This design comes from an exercise in tuning for small area on the open sky130 flow, not from production work.
Function was checked by simulation only, so behaviour that the tests miss may differ from the original.

Setup of run 1:
// sin_cos
module sin_cos #(
    parameter int Width = 16
) (
    input  logic                    clk,
    input  logic                    rst,
    input  logic                    phase_valid,
    input  logic signed [Width-1:0] phase,
    output logic                    sin_cos_valid,
    output logic signed [Width-1:0] cos,
    output logic signed [Width-1:0] sin
);
Size: ~420 flip-flops, roughly 52 I/O pins, about 25,000 um2 of cells after synthesis.
Settings: LEC_CHECK=0, CAP_MARGIN=20, CORE_MARGIN=2, CORE_UTILIZATION=62, CTS_CLUSTER_DIAMETER=100, CTS_CLUSTER_SIZE=24, GPL_TIMING_DRIVEN=0, PLACE_DENSITY=0.7, SLEW_MARGIN=20; clock period 4.5 ns.
run.sh (not shown) runs the stock make flow with config.mk's settings and CLKGATE_MAP_FILE= SYNTH_SCRIPT=/design/flow/synth_recipe.tcl, a recipe that flattens the netlist after the stock synthesis.
Run 1 did not finish; a tool error ended it in 5_1_grt.
Setup changes, run 1 to run 2
- GPL_TIMING_DRIVEN no longer set, was 0
- GPL_ROUTABILITY_DRIVEN now 0, previously not set
## What came out
Detailed placer's ending HPWL, run 2 and run 1: larger value in run 1
Diff run 1..run 2 | synthesized cell count | unchanged
Run 2 against run 1: count of instances resized after the clock tree is built has decreased, placement-stage worst setup slack has increased, total instance count after detailed placement has decreased, post-place instance area has increased, number of port buffers has increased.
Run 2: all stages complete, timing, DRC and antenna checks passed
As far as area of the mapped netlist goes, run 2 and run 1 are indistinguishable; the numbers are identical.
What run 3 does differently from run 2 at the input level:
- PLACE_DENSITY changed from 0.7 to 0.65
- GPL_ROUTABILITY_DRIVEN removed (was 0)
- GPL_TIMING_DRIVEN newly set to 0
- CORE_UTILIZATION changed from 62 to 58
Findings:
- Run 2 was carried through to the last stage, and its layout satisfied the timing, DRC and antenna checks.
- Complete run, failing final checks: run 3, reason setup timing.
- Summary of run 3 over run 2: setup slack shows a reduction of 0.18 ns; register-to-register slack shows a reduction of 0.22 ns; depth of the worst register-to-register path shows an increase of 5.
- Run 3 vs run 2, fraction of the cycle the final worst path needs went up by 4.0 points.
- Compared with run 2, run 3 shows a die area that is about 7% higher.
Modified inputs, run 4 compared to run 3
- clearing GPL_TIMING_DRIVEN, which used to be 0
- swapping 0.65 for 0.7 in PLACE_DENSITY
- swapping 58 for 62 in CORE_UTILIZATION
Notes after the runs:
Run 4 has completed all stages; timing, DRC and antenna checks passed. Re global-route track usage on met1: run 3 and run 4 aren't equal, and the lower value belongs to run 4. Looking at count of input and output buffers, run 4 sits about 4% higher than run 3 does. Run 4 vs. run 3: final routed wirelength across all metal layers now sits lower, via count of the first global-routing pass fell 875, placeable core region lower. Cmp run 4 vs run 3: least setup slack across all paths after layout higher in run 4.


## build 43
sin_cos, a different RTL version from the one above (not shown whole).
Size in the first run: roughly 2800 cells after synthesis, about 420 flip-flops, roughly 0.025 mm^2 of cells after synthesis.
clock: 4.5 ns
lec_check: 0
cap_margin: 20
core_margin: 2
core_utilization: 62
cts_buf_list: sky130_fd_sc_hd__clkbuf_8 sky130_fd_sc_hd__clkbuf_16
cts_cluster_diameter: 80
cts_cluster_size: 30
place_density: 0.7
slew_margin: 20
Build 43 closes out successfully: all stages finished, all timing, DRC and antenna checks passed.
What build 42 does differently from build 43 at the input level:
- CTS_CLUSTER_SIZE: 30 -> 24
- CTS_CLUSTER_DIAMETER: 80 -> 100
- CTS_BUF_LIST: sky130_fd_sc_hd__clkbuf_8 sky130_fd_sc_hd__clkbuf_16 -> unset
--- outcome ---
- Build 42 vs. build 43: area of all placed cells without fillers moved down, sequential cell area share moved up.
- Looking at routed wire length, build 42 sits 220 um below build 43.
- Diff build 43 -> build 42: count of multi-input combinational gates has remained practically unchanged, number of inserted filler cells in the final layout has increased.
- sky130_fd_sc_hd__fa_1 as the cell with the biggest individual delay on the critical path was reported by build 42, and sky130_fd_sc_hd__fa_2 by build 43.
Setup changes, build 42 to build 97
- CTS_CLUSTER_SIZE changed from 24 to 18
- CTS_CLUSTER_DIAMETER changed from 100 to 200
==> summary.txt <==
| wire length | higher: build 97 |. Diff build 42 and build 97: area added between synthesis and finish higher in build 97. Re post-layout minimum cycle time: build 42 was higher than build 97. | number of clock buffers in the layout | higher: build 97 |. Against build 42, build 97 comes in 0.50 points higher on fraction of area in clock buffers and inverters. Build 42 vs build 97, critical path endpoint: x10_q6[19] vs y7_q3[18]. Re final setup slack of the worst path: build 97 is 0.017 ns up on build 42.

-- separate check: timing with driven ports --
How much do the figures lean on ideal ports? The routed layouts below were timed once more, with nothing changed but the port constraints.
Step 1, drivers: a clkbuf_16 drives clk and a buf_2 each remaining input, both assumed.
Step 2 adds t to the input delays and takes it off the output delays; t is the mean of the earliest and latest rising clock arrival at the registers after step 1. Input paths then give back, and output paths get back, about the clock's delay inside the block.
Slacks: no drivers / after step 1 / after step 2; pairs: no drivers / after step 1.
run | t (ns) | slack for setup (ns) | worst setup path at the end | slew at the worst register clock pin (ns) | worst slew at a driven data input, ns
run 2 | 0.599 | 0.152 / 0.190 / -0.408 | input to register | 0.10 / 0.10 | 0.04
run 3 | 0.603 | -0.027 / -0.027 / -0.394 | input to register | 0.10 / 0.10 | 0.04
run 4 | 0.590 | 0.178 / 0.178 / -0.377 | input to register | 0.10 / 0.10 | 0.03
build 43 | 0.618 | 0.205 / 0.205 / -0.356 | input to register | 0.11 / 0.11 | 0.04
build 42 | 0.599 | 0.193 / 0.193 / -0.325 | input to register | 0.10 / 0.10 | 0.04
build 97 | 0.616 | 0.210 / 0.210 / -0.352 | input to register | 0.08 / 0.08 | 0.04
With both steps, setup timing fails in 5 of these runs, where it was met with ideal ports. The setup slack of build 97, which loses most, moves by 0.000 ns with the drivers and by -0.562 ns with both steps.
